This design comes from an exercise in tuning for small area and a short achievable clock period on the open sky130 flow, not from production work.
Where RTL was checked, it was by simulation tests only, not by an equivalence proof against the original.
Power figures rest on the tool's default switching activity, not on a simulated workload.

## sb_top
module sb_top (
    input  logic        clk,
    input  logic        rst,
    input  logic        inst_valid,
    input  logic [31:0] inst,
    input  logic [3:0]  fu_done,      
    output logic        issue_ok,
    output logic [18:0] read,
    output logic [8:0]  wb
);
For scale: about 620 cells after synthesis, about 120 flip-flops, roughly 68 I/O pins.
clock: 5.5 ns
lec_check: 0
cap_margin: 20
core_margin: 2
core_utilization: 40
setup_slack_margin: 2.0
slew_margin: 20
standard.sh (not shown) runs the stock make flow with config.mk's settings and CLKGATE_MAP_FILE= SYNTH_SCRIPT=/design/flow/synth_recipe.tcl, a recipe that flattens the netlist after the stock synthesis.
==> flow/flow/run.sh <==
#!/bin/bash
set -euo pipefail
P=sky130_fd_sc_hd__
DU=""
for c in probe_p_8 probec_p_8 lpflow_bleeder_1 \
         lpflow_clkbufkapwr_1 lpflow_clkbufkapwr_16 lpflow_clkbufkapwr_2 lpflow_clkbufkapwr_4 lpflow_clkbufkapwr_8 \
         lpflow_clkinvkapwr_1 lpflow_clkinvkapwr_16 lpflow_clkinvkapwr_2 lpflow_clkinvkapwr_4 lpflow_clkinvkapwr_8 \
         lpflow_decapkapwr_12 lpflow_decapkapwr_3 lpflow_decapkapwr_4 lpflow_decapkapwr_6 lpflow_decapkapwr_8 \
         lpflow_inputiso0n_1 lpflow_inputiso0p_1 lpflow_inputiso1n_1 lpflow_inputiso1p_1 lpflow_inputisolatch_1 \
         lpflow_isobufsrc_1 lpflow_isobufsrc_16 lpflow_isobufsrc_2 lpflow_isobufsrc_4 lpflow_isobufsrc_8 \
         lpflow_isobufsrckapwr_16 lpflow_lsbuf_lh_hl_isowell_tap_1 lpflow_lsbuf_lh_hl_isowell_tap_2 \
         lpflow_lsbuf_lh_hl_isowell_tap_4 lpflow_lsbuf_lh_isowell_4 lpflow_lsbuf_lh_isowell_tap_1 \
         lpflow_lsbuf_lh_isowell_tap_2 lpflow_lsbuf_lh_isowell_tap_4 \
         or3_1 or3_2 or3_4 or3b_1 or3b_2 or3b_4 or4_1 or4_2 or4_4 or4b_1 or4b_2 or4b_4 \
         or4bb_1 or4bb_2 or4bb_4 o41a_1 o41a_2 o41a_4 o41ai_1 o41ai_2 o41ai_4 \
         a2111o_1 a2111o_2 a2111o_4 a2111oi_0 a2111oi_1 a2111oi_2 a2111oi_4 \
         o2111a_1 o2111a_2 o2111a_4 o2111ai_1 o2111ai_2 o2111ai_4 a41o_1 a41o_2 a41o_4 \
         nor4_1 nor4_2 nor4_4 nor4b_1 nor4b_2 nor4b_4 nor4bb_1 nor4bb_2 nor4bb_4 a222oi_1; do
  DU="$DU $P$c"
done
DU="${DU# }"
BP="-buffer_cell ${P}buf_2"
CTS="-sink_clustering_enable -repair_clock_nets -tree_buf ${P}clkbuf_8 -buf_list {${P}clkbuf_8} -root_buf ${P}clkbuf_16 -sink_clustering_buffer ${P}clkbuf_8"
bash standard.sh DONT_USE_CELLS="$DU" BUFFER_PORTS_ARGS="$BP" CTS_ARGS="$CTS" finish > standard.log 2>&1
Then changed:
--- a/flow/design.v
+++ b/flow/design.v
@@ -104,24 +104,36 @@
                          ({5{rg[2]}} & {3'b000, op_mul}) | ({5{rg[3]}} & {3'b000, op_div});
     assign read[9:5]   = ({5{rg[0]}} & s1[4:0])   | ({5{rg[1]}} & s1[9:5]) |
                          ({5{rg[2]}} & s1[14:10]) | ({5{rg[3]}} & s1[19:15]);
     assign read[4:0]   = ({5{rg[0]}} & s2[4:0])   | ({5{rg[1]}} & s2[9:5]) |
                          ({5{rg[2]}} & s2[14:10]) | ({5{rg[3]}} & s2[19:15]);
 endmodule
 `timescale 1ns/1ps
 module writeback_select (
     input  logic [3:0]   done,
-    input  logic [3:0]   war,
+    input  logic [3:0]   r1,
+    input  logic [3:0]   r2,
+    input  logic [15:0]  m1,
+    input  logic [15:0]  m2,
     input  logic [19:0]  dst,        
     output logic [3:0]   wg,
     output logic [8:0]   wb
 );
+    logic [3:0] war;
     logic [3:0] wreq;
+    always_comb begin
+        for (int u = 0; u < 4; u++) begin
+            war[u] = 1'b0;
+            for (int j = 0; j < 4; j++) begin
+                if (j != u) war[u] = war[u] || (r1[j] && m1[4*j+u]) || (r2[j] && m2[4*j+u]);
+            end
+        end
+    end
     assign wreq  = done & ~war;
     assign wg[0] = wreq[0];
     assign wg[1] = wreq[1] && !wreq[0];
     assign wg[2] = wreq[2] && !wreq[1] && !wreq[0];
     assign wg[3] = wreq[3] && !wreq[2] && !wreq[1] && !wreq[0];
     assign wb[8]   = |wreq;
     assign wb[7]   = wg[3];
     assign wb[6]   = wg[1] || wg[2];
     assign wb[5]   = wg[0] || wg[2];
@@ -143,37 +155,35 @@
     logic [4:0] alu_op;
     logic [4:0] rd, rs1, rs2;
     logic       has_rd, has_rs2;
     logic [N-1:0]        busy_q;
     logic [N-1:0]        done_q;
     logic [N-1:0]        r1_q;       
     logic [N-1:0]        r2_q;
     logic [N-1:0]        took_q;     
     logic [N-1:0]        pend_q;     
-    logic [N-1:0]        war_q;      
     logic [4:0]          dst0_q, dst2_q, dst3_q;
     logic [N-1:0][4:0]   s1_q;
     logic [4:0]          s20_q, s22_q, s23_q;
     logic [4:0]          mreg_q;     
     logic [N-1:0][4:0]   dst_v;      
     logic [N-1:0][4:0]   s2_v;
     logic [N-1:0][4:0]   dcmp;       
     logic [N-1:0][4:0]   s2cmp;      
     logic [N-1:0]        s2ok;
     logic [N-1:0][N-1:0] m1_q;       
     logic [N-1:0][N-1:0] m2_q;
     logic [4:0]          op_alu_q;
     logic [3:0]          op_mem_q;
     logic [1:0]          op_mul_q;
     logic [1:0]          op_div_q;
     logic [N-1:0] e1, e2, f1, f2, fire;
-    logic [N-1:0] rg, wg, wake1, wake2, rk1, rk2, war_n;
-    logic         war_new;
+    logic [N-1:0] rg, wg, wake1, wake2;
     logic         w1_new, w2_new, rdnz;
     inst_decoder decoder_i (
         .inst    (inst),
         .alu_op  (alu_op),
         .rd      (rd),
         .rs1     (rs1),
         .rs2     (rs2),
         .has_rd  (has_rd),
         .has_rs2 (has_rs2)
@@ -195,19 +205,22 @@
         .op_mul (op_mul_q),
         .op_div (op_div_q),
         .s1     (s1_q),
         .s2     (s2_v),
         .rg     (rg),
         .read   (read)
     );
     writeback_select wb_i (
         .done (done_q),
-        .war  (war_q),
+        .r1   (r1_q),
+        .r2   (r2_q),
+        .m1   (m1_q),
+        .m2   (m2_q),
         .dst  (dst_v),
         .wg   (wg),
         .wb   (wb)
     );
     assign rdnz = has_rd && (|rd);
     always_comb begin
         dst_v[0] = dst0_q;
         dst_v[1] = op_mem_q[0] ? 5'd0 : mreg_q;
         dst_v[2] = dst2_q;
@@ -239,33 +252,18 @@
                 if (u != j) begin
                     wake1[j] = wake1[j] || (wg[u] && m1_q[j][u]);
                     wake2[j] = wake2[j] || (wg[u] && m2_q[j][u]);
                 end
             end
             wake1[j] = wake1[j] && !r1_q[j] && !took_q[j];
             wake2[j] = wake2[j] && !r2_q[j] && !took_q[j];
         end
     end
-    assign rk1 = r1_q & ~rg & ~wg;
-    assign rk2 = r2_q & ~rg & ~wg;
-    assign war_new = |((rk1 & f1) | (rk2 & f2));
-    always_comb begin
-        for (int u = 0; u < N; u++) begin
-            war_n[u] = 1'b0;
-            for (int j = 0; j < N; j++) begin
-                if (j != u) war_n[u] = war_n[u] || (rk1[j] && m1_q[j][u]) || (rk2[j] && m2_q[j][u]);
-            end
-            if (!busy_q[u]) war_n[u] = war_new;
-        end
-    end
-    always_ff @(posedge clk) begin
-        war_q <= war_n;
-    end
     assign w1_new = |(e1 & ~wg);
     assign w2_new = |(e2 & ~wg);
     always_ff @(posedge clk or posedge rst) begin
         if (rst) begin
             busy_q <= '0;
             pend_q <= '0;
             done_q <= '0;
             r1_q   <= '0;
             r2_q   <= '0;
The new run ran to the end with no violations.
Flip-flop and latch count drops by 4.
Via count drops by a few percent.
Final area drops by a few percent.
Synthesized cell count drops by a few percent.
Hold slack is better by 0.0090 ns.
Synthesized area drops by a few percent.
Total power drops by a little under a tenth.
No run of this note included a check of the RTL's function; only the layout flow was run.

---

## JK
sb_top, a different RTL version from the one above (not shown whole).
For scale: roughly 590 cells after synthesis, about 110 flip-flops, about 68 I/O pins, about 6300 um^2 of cells after synthesis.
==> flow/config.mk <==
export PLATFORM = sky130hd
export DESIGN_NAME = sb_top
export DESIGN_NICKNAME = sb_top
export VERILOG_FILES = /design/flow/design.v
export SDC_FILE = /design/flow/constraint.sdc
export NUM_CORES = 4
export LEC_CHECK = 0
export CAP_MARGIN = 20
export CORE_MARGIN = 2
export CORE_UTILIZATION = 40
export SETUP_SLACK_MARGIN = 2.1
export SLEW_MARGIN = 20
==> flow/constraint.sdc <==
create_clock -name core_clock -period 5.5 [get_ports {clk}]
set_input_delay 1.1000 -clock core_clock [delete_from_list [all_inputs] [get_ports {clk}]]
set_output_delay 1.1000 -clock core_clock [all_outputs]
set_load 0.01 [all_outputs]
Scripts as last shown in full above: flow/flow/run.sh
[inputs] MS vs JK
diff --git a/flow/design.v b/flow/design.v
--- a/flow/design.v
+++ b/flow/design.v
@@ -30,12 +30,13 @@
     assign rs2     = inst[24:20];
 endmodule
 module issue_check (
     input  logic [31:0] inst,
     input  logic        inst_valid,
     input  logic [3:0]  busy,
+    input  logic [3:0]  pend,        
     input  logic [19:0] dst,         
     output logic        issue_ok,
     output logic [3:0]  fire
 );
     logic       opc_ok, f7_mid, a, b;
     logic [2:0] f3;
@@ -65,13 +66,13 @@
             default: sel[1] = !f3[2] && !(f3[1] && f3[0]);
         endcase
         sel = sel & {4{opc_ok}};
     end
     always_comb begin
         for (int u = 0; u < 4; u++) begin
-            hit[u] = busy[u] && (|dst[5*u +: 5]) && (dst[5*u +: 5] == inst[11:7]);
+            hit[u] = pend[u] && (dst[5*u +: 5] == inst[11:7]);
         end
     end
     assign waw      = (inst[4] || !inst[5]) && (|hit);
     assign issue_ok = |(sel & ~busy) && !waw;
     assign fire     = {4{inst_valid && !waw}} & sel & ~busy;
 endmodule
@@ -156,12 +157,13 @@
     logic       has_rd, has_rs2;
     logic [N-1:0]        busy_q;
     logic [N-1:0]        done_q;
     logic [N-1:0]        r1_q;       
     logic [N-1:0]        r2_q;
     logic [N-1:0]        took_q;     
+    logic [N-1:0]        pend_q;     
     logic [4:0]          dst0_q, dst2_q, dst3_q;
     logic [N-1:0][4:0]   s1_q;
     logic [4:0]          s20_q, s22_q, s23_q;
     logic [4:0]          mreg_q;     
     logic [N-1:0][4:0]   dst_v;      
     logic [N-1:0][4:0]   s2_v;
@@ -171,13 +173,13 @@
     logic [N-1:0][N-1:0] m1_q;       
     logic [N-1:0][N-1:0] m2_q;
     logic [4:0]          op_alu_q;
     logic [3:0]          op_mem_q;
     logic [1:0]          op_mul_q;
     logic [1:0]          op_div_q;
-    logic [N-1:0] dnz, e1, e2, f1, f2, fire;
+    logic [N-1:0] e1, e2, f1, f2, fire;
     logic [N-1:0] rg, wg, wake1, wake2;
     logic         w1_new, w2_new, rdnz;
     inst_decoder decoder_i (
         .inst    (inst),
         .alu_op  (alu_op),
         .rd      (rd),
@@ -187,12 +189,13 @@
         .has_rs2 (has_rs2)
     );
     issue_check issue_i (
         .inst       (inst),
         .inst_valid (inst_valid),
         .busy       (busy_q),
+        .pend       (pend_q),
         .dst        (dst_v),
         .issue_ok   (issue_ok),
         .fire       (fire)
     );
     read_dispatch read_i (
         .r1     (r1_q),
@@ -226,22 +229,20 @@
         s2_v[1]  = op_mem_q[0] ? mreg_q : 5'd0;
         s2_v[2]  = s22_q;
         s2_v[3]  = s23_q;
         for (int u = 0; u < N; u++) begin
             dcmp[u]  = dst_v[u];
             s2cmp[u] = s2_v[u];
-            dnz[u]   = |dst_v[u];
             s2ok[u]  = 1'b1;
         end
         dcmp[1]  = mreg_q;
         s2cmp[1] = mreg_q;
-        dnz[1]   = !op_mem_q[0] && (|mreg_q);
         s2ok[1]  = op_mem_q[0];
         for (int u = 0; u < N; u++) begin
-            e1[u]  = dnz[u] && (dcmp[u] == rs1);
-            e2[u]  = dnz[u] && (dcmp[u] == rs2) && has_rs2;
+            e1[u]  = pend_q[u] && (dcmp[u] == rs1);
+            e2[u]  = pend_q[u] && (dcmp[u] == rs2) && has_rs2;
             f1[u]  = rdnz && (s1_q[u] == rd);
             f2[u]  = rdnz && s2ok[u] && (s2cmp[u] == rd);
         end
     end
     always_comb begin
         for (int j = 0; j < N; j++) begin
@@ -254,29 +255,32 @@
                 end
             end
             wake1[j] = wake1[j] && !r1_q[j] && !took_q[j];
             wake2[j] = wake2[j] && !r2_q[j] && !took_q[j];
         end
     end
-    assign w1_new = |(busy_q & e1 & ~wg);
-    assign w2_new = |(busy_q & e2 & ~wg);
+    assign w1_new = |(e1 & ~wg);
+    assign w2_new = |(e2 & ~wg);
     always_ff @(posedge clk or posedge rst) begin
         if (rst) begin
             busy_q <= '0;
+            pend_q <= '0;
             done_q <= '0;
             r1_q   <= '0;
             r2_q   <= '0;
         end else begin
             for (int j = 0; j < N; j++) begin
                 if (busy_q[j]) begin
                     busy_q[j] <= !wg[j];
+                    pend_q[j] <= pend_q[j] && !wg[j];
                     done_q[j] <= !wg[j] && (done_q[j] || fu_done[j]);
                     r1_q[j]   <= !wg[j] && ((r1_q[j] && !rg[j]) || wake1[j]);
                     r2_q[j]   <= !wg[j] && ((r2_q[j] && !rg[j]) || wake2[j]);
                 end else begin
                     busy_q[j] <= fire[j];
+                    pend_q[j] <= fire[j] && rdnz;
                     done_q[j] <= 1'b0;
                     r1_q[j]   <= fire[j] && !w1_new;
                     r2_q[j]   <= fire[j] && !w2_new;
                 end
             end
         end
### Flow results
Timing, DRC, antenna: 0 failures across JK and MS
[diff] clock period minus worst slack, MS relative to JK: improvement
For the final worst-path cycle share, MS came in 2.9 points lower than JK did.
Comparing JK and MS, the lower number of sequential cells was measured on JK.
JK → MS: met2 layer wire length in the routed design higher, fmax higher.
No functional check of the RTL was part of MS.

what the ideal ports hide:
In the flow no input, the clock included, has a driving cell. The finished layouts below were timed again as built, in two steps.
Step 1 assumes that a clkbuf_16 drives the clock port and a buf_2 every other input.
Step 2 times the ports against the registers' clock, not the clock port: input delays grow and output delays shrink by t, the midpoint of the rising clock arrivals with the driver on.
Three values: no drivers, after step 1, after step 2; two values: the first two.
run	t, ns	setup WS [ns]	worst hold slack (ns)	clock arrival spread, ns	cell pins on the clock port's net
the first run of note 1	0.412	1.915 / 1.884 / 1.884	0.492 / 0.492 / 0.492	0.013 / 0.014	1
the second run of note 1	0.406	2.046 / 2.005 / 2.020	0.501 / 0.501 / 0.501	0.017 / 0.017	1
JK	0.404	1.982 / 1.945 / 1.945	0.475 / 0.475 / 0.475	0.013 / 0.013	1
MS	0.410	2.139 / 2.078 / 2.078	0.500 / 0.500 / 0.500	0.023 / 0.023	1
After both steps setup and hold are still met in every run listed. For MS, which loses most, drivers alone change the setup slack by -0.061 ns; drivers and shift together by -0.061 ns.
